Source: an optimization exercise on an open RTL-to-GDS flow (aim: small area). Production flows keep margins and buffers that such runs may drop. Where RTL was checked, it was by simulation tests only, not by an equivalence proof against the original. Power is estimated from default activity; no workload was simulated.

==> flow/design.v <==
module dmem_responder #(
  parameter int DEPTH   = 64,
  parameter int LATENCY = 2
) (
  input  logic        clk,
  input  logic        reset,
  input  logic        req,
  input  logic        we,
  input  logic [1:0]  size,
  input  logic [31:0] addr,
  input  logic [31:0] wdata,
  output logic        ready,
  output logic [31:0] rdata,
  output logic        err
);
  localparam int NR = 16;   
  localparam int NS = 4;    
  logic       w1, w2, rdy, er;   
  logic [1:0] rot;               
  logic       swept;             
  logic       wv;                
  logic       rd;                
  logic [5:0]  idx;              
  logic [3:0]  be;               
  logic [31:0] rbuf;             
  logic idle, acc, errin;
  logic [3:0] be_in;
  logic [31:0] wd_in;
  assign idle  = ~(w1 | w2 | rdy);
  assign acc   = idle & req;
  assign errin = (size == 2'b11) | (size == 2'b01 & addr[0]) |
                 (size == 2'b10 & (addr[1:0] != 2'b00)) | (addr[31:8] != 24'd0);
  always_comb begin
    case (size)
      2'b00:   be_in = 4'b0001 << addr[1:0];
      2'b01:   be_in = addr[1] ? 4'b1100 : 4'b0011;
      default: be_in = 4'b1111;
    endcase
    case (size)
      2'b00:   wd_in = {4{wdata[7:0]}};
      2'b01:   wd_in = {2{wdata[15:0]}};
      default: wd_in = wdata;
    endcase
  end
  always_ff @(posedge clk or negedge reset) begin
    if (!reset) begin
      w1    <= 1'b0;
      w2    <= 1'b0;
      rdy   <= 1'b0;
      er    <= 1'b0;
      rot   <= 2'd0;
      swept <= 1'b0;
      wv    <= 1'b0;
      rd    <= 1'b0;
    end else begin
      w1  <= acc & ~errin;
      w2  <= w1;
      rdy <= w2 | (acc & errin);
      er  <= acc & errin;
      rot <= rot + 2'd1;
      if (rot == 2'd3) swept <= 1'b1;
      if (idle) begin
        wv <= req & we & ~errin;
        rd <= req & ~we & ~errin & swept;
      end
    end
  end
  logic [31:0] slot [NR][NS];
  logic [31:0] tap;
  logic [NR-1:0] rsel;
  logic [3:0] rc;
  logic [1:0] jc;
  logic hit, wnow;
  assign rc   = idle ? addr[7:4] : idx[5:2];
  assign jc   = idle ? addr[3:2] : idx[1:0];
  assign hit  = (jc + rot) == 2'd0;                
  assign wnow = wv & ((idx[1:0] + rot) == 2'd3);   
  logic [NR-1:0] rwn;
  logic [3:0]    ben;
  always_comb
    for (int r = 0; r < NR; r++) rwn[r] = ~(wnow & (idx[5:2] == 4'(r)));
  assign ben = ~be;
  always_comb
    for (int r = 0; r < NR; r++) rsel[r] = (rc == 4'(r));
  for (genvar b = 0; b < 32; b++) begin : g_tap
    logic [NR-1:0] col;
    for (genvar r = 0; r < NR; r++) begin : g_col
      assign col[r] = slot[r][0][b];
    end
    dmem_sel16 u_sel (.d(col), .s(rsel), .y(tap[b]));
  end
  for (genvar r = 0; r < NR; r++) begin : g_ring
    logic [3:0] selw, hold;
    logic [31:0] sw, sh;
    for (genvar l = 0; l < 4; l++) begin : g_lane
      dmem_lanesel u_ls (.rn(rwn[r]), .bn(ben[l]), .cn(~swept), .s(selw[l]), .h(hold[l]));
    end
    always_comb begin
      for (int b = 0; b < 32; b++) begin
        sw[b] = selw[b/8];
        sh[b] = hold[b/8];
      end
    end
    logic [31:0] nxt;
    for (genvar b = 0; b < 32; b++) begin : g_bit
      dmem_port u_port (.d(rbuf[b]), .s(sw[b]), .q(slot[r][NS-1][b]), .h(sh[b]), .y(nxt[b]));
    end
    always_ff @(posedge clk) begin
      slot[r][0] <= nxt;
      for (int p = 1; p < NS; p++) slot[r][p] <= slot[r][p-1];
    end
  end
  always_ff @(posedge clk) begin
    if (idle) begin
      idx <= addr[7:2];
      be  <= be_in;
    end
    if (idle & we)
      rbuf <= wd_in;
    else if (hit & ~(~idle & wv))
      rbuf <= tap;
  end
  assign ready = rdy;
  assign err   = er;
  assign rdata = (rdy & rd) ? (hit ? tap : rbuf) : 32'd0;
endmodule
module dmem_port (
  input  logic d,
  input  logic s,
  input  logic q,
  input  logic h,
  output logic y
);
  assign y = (d & s) | (q & h);
endmodule
module dmem_sel16 (
  input  logic [15:0] d,
  input  logic [15:0] s,
  output logic        y
);
  logic [5:0] n;   
  for (genvar g = 0; g < 5; g++) begin : g_aoi
    dmem_aoi3 u_aoi (.d(d[3*g +: 3]), .s(s[3*g +: 3]), .y(n[g]));
  end
  dmem_nand2 u_last (.a(d[15]), .b(s[15]), .y(n[5]));
  dmem_nand6 u_or (.a(n), .y(y));
endmodule
module dmem_aoi3 (
  input  logic [2:0] d,
  input  logic [2:0] s,
  output logic       y
);
  assign y = ~|(d & s);
endmodule
module dmem_nand2 (
  input  logic a,
  input  logic b,
  output logic y
);
  assign y = ~(a & b);
endmodule
module dmem_nand6 (
  input  logic [5:0] a,
  output logic       y
);
  assign y = ~&a;
endmodule
module dmem_lanesel (
  input  logic rn,
  input  logic bn,
  input  logic cn,
  output logic s,
  output logic h
);
  dmem_nor2 u_s (.a(rn), .b(bn), .y(s));
  dmem_nor2 u_h (.a(s), .b(cn), .y(h));
endmodule
module dmem_nor2 (
  input  logic a,
  input  logic b,
  output logic y
);
  assign y = ~(a | b);
endmodule
Settings: LEC_CHECK=0, CAP_MARGIN=20, CORE_MARGIN=2, CORE_UTILIZATION=55, CTS_BUF_LIST=sky130_fd_sc_hd__clkbuf_8, CTS_CLUSTER_DIAMETER=45, CTS_CLUSTER_SIZE=20, PLACE_DENSITY=0.65, SETUP_SLACK_MARGIN=0.15, SLEW_MARGIN=20, SYNTH_HIERARCHICAL=1; clock period 6.0 ns.
run.sh (not shown) runs the stock make flow with config.mk's settings and CLKGATE_MAP_FILE= SYNTH_SCRIPT=/design/flow/synth_recipe.tcl, a recipe that flattens the netlist after the stock synthesis.
Rerun with:
--- a/flow/design.v
+++ b/flow/design.v
@@ -76,9 +76,4 @@
   assign hit  = (jc + rot) == 2'd0;                
   assign wnow = wv & ((idx[1:0] + rot) == 2'd3);   
-  logic [NR-1:0] rwn;
-  logic [3:0]    ben;
-  always_comb
-    for (int r = 0; r < NR; r++) rwn[r] = ~(wnow & (idx[5:2] == 4'(r)));
-  assign ben = ~be;
   always_comb
     for (int r = 0; r < NR; r++) rsel[r] = (rc == 4'(r));
@@ -93,8 +88,9 @@
     logic [3:0] selw, hold;
     logic [31:0] sw, sh;
-    for (genvar l = 0; l < 4; l++) begin : g_lane
-      dmem_lanesel u_ls (.rn(rwn[r]), .bn(ben[l]), .cn(~swept), .s(selw[l]), .h(hold[l]));
-    end
     always_comb begin
+      for (int l = 0; l < 4; l++) begin
+        selw[l] = wnow & (idx[5:2] == 4'(r)) & be[l];
+        hold[l] = ~selw[l] & swept;
+      end
       for (int b = 0; b < 32; b++) begin
         sw[b] = selw[b/8];
@@ -166,19 +162,2 @@
   assign y = ~&a;
 endmodule
-module dmem_lanesel (
-  input  logic rn,
-  input  logic bn,
-  input  logic cn,
-  output logic s,
-  output logic h
-);
-  dmem_nor2 u_s (.a(rn), .b(bn), .y(s));
-  dmem_nor2 u_h (.a(s), .b(cn), .y(h));
-endmodule
-module dmem_nor2 (
-  input  logic a,
-  input  logic b,
-  output logic y
-);
-  assign y = ~(a | b);
-endmodule
What happened:
- The changed run went through all stages and came out clean
- wire length hardly moves
- setup slack gains 0.0074 ns
- final cell count rose by 0.34%
- power barely changes
- die area rose by 0.62%
- global-route usage fell by 0.39 points
- combinational power rose by about 5%
- clock-buffer cell count fell by 1
- utilization rose by 0.30 points
- clock power stays flat
- fmax barely changes
- register-to-register slack gains 0.87 ns
- hold slack gains 0.0061 ns
Only the layout flow was run in the second run of this note; the RTL was not checked for function there.

-- port drivers added, routing unchanged --
The flow's constraints put no driver on any port. The routed layouts listed below were extracted and timed again, unchanged, in two steps.
Step 1 assumes that a clkbuf_16 drives the clock port and a buf_2 every other input.
Step 2 moves the port delays by t, midway between the first and last clock arrival at a register: inputs arrive t later, outputs are due t later. That takes back most of the time a late clock gives input paths.
Three values: no drivers, after step 1, after step 2; two values: the first two.
| run | shift t [ns] | setup WS [ns] | worst setup path after step 2 | worst register clock-pin slew, ns | cell pins on the clock port's net |
|---|---|---|---|---|---|
| the first run | 0.917 | 0.174 / 0.106 / 0.108 | input to output | 0.12 / 0.12 | 1 |
| the second run | 0.919 | 0.181 / 0.116 / 0.235 | input to output | 0.12 / 0.12 | 1 |
After both steps setup and hold are still met in every run listed. The setup slack of the first run, which loses most, moves by -0.068 ns with the drivers and by -0.066 ns with both steps.
